Context: an optimization exercise on an open-source flow, tuned for small area, a short achievable clock period and few clock cycles per item. The choices shown serve that exercise and are no tape-out recipe. Function was checked by simulation only, so behaviour that the tests miss may differ from the original. Power and IR drop assume default switching activity.

the previous run:
==> flow/design.v (excerpt) <==
module md5_accel_top (
  input  logic   clk,
  input  logic   arst_n,
  input  logic   start,
  input  logic   available_read,
  input  logic   available_write,
  input  logic   read_data_valid,
  input  md5_pkg::block_t read_data,
  input  logic   done_rd_data,
  input  logic   done_wr_data,
  output logic   request_read,
  output logic   request_write,
  output md5_pkg::block_t write_data,
  output logic   done
);
  localparam int NCORE = 4;
  logic [2*NCORE-1:0] slot_ok, load_en, loaded;
  logic [NCORE-1:0]   fin;
  logic [128*NCORE-1:0] st;
  md5_block_loader #(
    .NSLOT (2*NCORE)
  ) u_loader (
    .clk             (clk),
    .arst_n          (arst_n),
    .start           (start),
    .available_read  (available_read),
    .available_write (available_write),
    .read_data_valid (read_data_valid),
    .done_rd_data    (done_rd_data),
    .done_wr_data    (done_wr_data),
    .slot_ok         (slot_ok),
    .request_read    (request_read),
    .load_en         (load_en),
    .loaded          (loaded),
    .done            (done)
  );
  for (genvar c = 0; c < NCORE; c++) begin : g_core
    md5_round_stage u_core (
      .clk       (clk),
      .arst_n    (arst_n),
      .load_en   (load_en[2*c +: 2]),
      .loaded    (loaded[2*c +: 2]),
      .load_data (read_data),
      .req_ok    (slot_ok[2*c +: 2]),
      .fin       (fin[c]),
      .state     (st[128*c +: 128])
    );
  end
  md5_digest_packer #(
    .NCORE (NCORE)
  ) u_packer (
    .clk           (clk),
    .arst_n        (arst_n),
    .fin           (fin),
    .st            (st),
    .request_write (request_write),
    .write_data    (write_data)
  );
endmodule
==> flow/config.mk <==
export PLATFORM = sky130hd
export DESIGN_NAME = md5_accel_top
export DESIGN_NICKNAME = md5_accel_top
export VERILOG_FILES = /design/flow/design.v
export SDC_FILE = /design/flow/constraint.sdc
export NUM_CORES = 4
export LEC_CHECK = 0
export CAP_MARGIN = 20
export CORE_MARGIN = 2
export CORE_UTILIZATION = 55
export SLEW_MARGIN = 20
export TNS_END_PERCENT = 5
==> flow/constraint.sdc <==
create_clock -name core_clock -period 11.5 [get_ports {clk}]
set_input_delay 2.3000 -clock core_clock [delete_from_list [all_inputs] [get_ports {clk}]]
set_output_delay 2.3000 -clock core_clock [all_outputs]
set_load 0.01 [all_outputs]
standard.sh (not shown) runs the stock make flow with config.mk's settings and CLKGATE_MAP_FILE= SYNTH_SCRIPT=/design/flow/synth_recipe.tcl, a recipe that flattens the netlist after the stock synthesis.
==> flow/flow/run.sh <==
#!/bin/bash
set -euo pipefail
export SETUP_SLACK_MARGIN=7.5
bash standard.sh finish > orfs_make.log 2>&1
Testbench counts of the previous run, summed over its fixed seeds: cycles 8,830, items 512.
Edits applied to the flow inputs when going from the previous run to the current run:
Settings: an added CTS_CLUSTER_SIZE of 30; an added CTS_CLUSTER_DIAMETER of 100.
-- flow/flow/run.sh --
<<< the previous run, line 3
export SETUP_SLACK_MARGIN=7.5
>>> the current run, line 3
export SETUP_SLACK_MARGIN=8
export BUFFER_PORTS_ARGS="-buffer_cell sky130_fd_sc_hd__buf_2"
--- outcome ---
Delta (the current run minus the previous run): power drawn by the combinational cells went up, first-iteration DRC count went up, largest fanout on the critical path went down, peak clock frequency supported by timing went up.
Diff the previous run and the current run: combinational power share higher in the current run
The current run vs. the previous run: final clock period utilization by the worst path went down by 1.5 points.
Standard cell with the maximum stage delay on the critical path = dfxtp_1: the previous run; standard cell with the maximum stage delay on the critical path = dfrtp_4: the current run
Comparing the previous run against the current run, there is no change at all in synthesized netlist net count.
The mean number of vias per cell of the current run exceeds that of the previous run by 0.72%.
Taking the current run as 1.0, the previous run lands at 1.05 on total power.
Compared with the previous run, the current run shows non-clock buffer count that has gone up by more than 10%.

========
md5_accel_top, a different RTL version from the one above (not shown whole).
Size in the first run: about 18000 cells after synthesis, ~1000 I/O pins, ~270000 µm² of cells after synthesis.
==> flow/design.v (excerpt) <==
module md5_accel_top (
  input  logic   clk,
  input  logic   arst_n,
  input  logic   start,
  input  logic   available_read,
  input  logic   available_write,
  input  logic   read_data_valid,
  input  md5_pkg::block_t read_data,
  input  logic   done_rd_data,
  input  logic   done_wr_data,
  output logic   request_read,
  output logic   request_write,
  output md5_pkg::block_t write_data,
  output logic   done
);
==> flow/config.mk <==
export PLATFORM = sky130hd
export DESIGN_NAME = md5_accel_top
export DESIGN_NICKNAME = md5_accel_top
export VERILOG_FILES = /design/flow/design.v
export SDC_FILE = /design/flow/constraint.sdc
export NUM_CORES = 4
export LEC_CHECK = 0
export CAP_MARGIN = 20
export CORE_MARGIN = 2
export CORE_UTILIZATION = 60
export CTS_CLUSTER_DIAMETER = 70
export CTS_CLUSTER_SIZE = 20
export SLEW_MARGIN = 20
export TNS_END_PERCENT = 5
==> flow/constraint.sdc <==
create_clock -name core_clock -period 11.5 [get_ports {clk}]
set_input_delay 2.3000 -clock core_clock [delete_from_list [all_inputs] [get_ports {clk}]]
set_output_delay 2.3000 -clock core_clock [all_outputs]
set_load 0.01 [all_outputs]
==> flow/flow/run.sh <==
#!/bin/bash
set -euo pipefail
export SETUP_SLACK_MARGIN=8
export BUFFER_PORTS_ARGS="-buffer_cell sky130_fd_sc_hd__buf_2"
bash standard.sh finish > orfs_make.log 2>&1
The first run produced a clean layout.
Testbench counts at the start, summed over its fixed seeds: cycles 8,830, items 512.
Edit:
Settings changed: CTS_CLUSTER_DIAMETER 70 to 90, CTS_CLUSTER_SIZE 20 to 25.
Effect: The new run ran to the end with no violations; cell area drops by 1.1%; die area does not change; total power drops by 2.5%; wire length drops by 0.81%; sequential share of layout area climbs by 0.66 points; setup slack is better by 0.025 ns; synthesized area stays the same; critical path depth climbs by 13; clock power drops by 16%; cell count drops by 0.71%; hold slack barely changes.

separate check: timing with driven ports:
Ports are ideal in the flow. The routed layouts listed here were re-timed in OpenROAD.
Step 1 (the two cells are an assumption about what drives the block):
set clk [get_ports {clk}]
set_driving_cell -lib_cell sky130_fd_sc_hd__clkbuf_16 $clk
set_driving_cell -lib_cell sky130_fd_sc_hd__buf_2 [delete_from_list [all_inputs] $clk]
Step 2 moves the port delays by t, midway between the first and last clock arrival at a register: inputs arrive t later, outputs are due t later. That takes back most of the time a late clock gives input paths.
Slacks: ideal ports / drivers / drivers and shift; pairs: ideal ports / drivers.
run	t, ns	slack for setup (ns)	worst register clock-pin slew, ns	pins driven straight from the clock port
the previous run	1.220	7.249 / 7.106 / 6.335	0.07 / 0.07	1
the current run	1.135	7.426 / 7.288 / 6.605	0.12 / 0.12	1
the first run of note 2	1.166	7.384 / 7.247 / 6.872	0.09 / 0.09	1
the second run of note 2	1.150	7.409 / 7.294 / 6.883	0.11 / 0.11	1
After both steps setup and hold are still met in every run listed. The setup slack of the previous run, which loses most, moves by -0.143 ns with the drivers and by -0.914 ns with both steps.
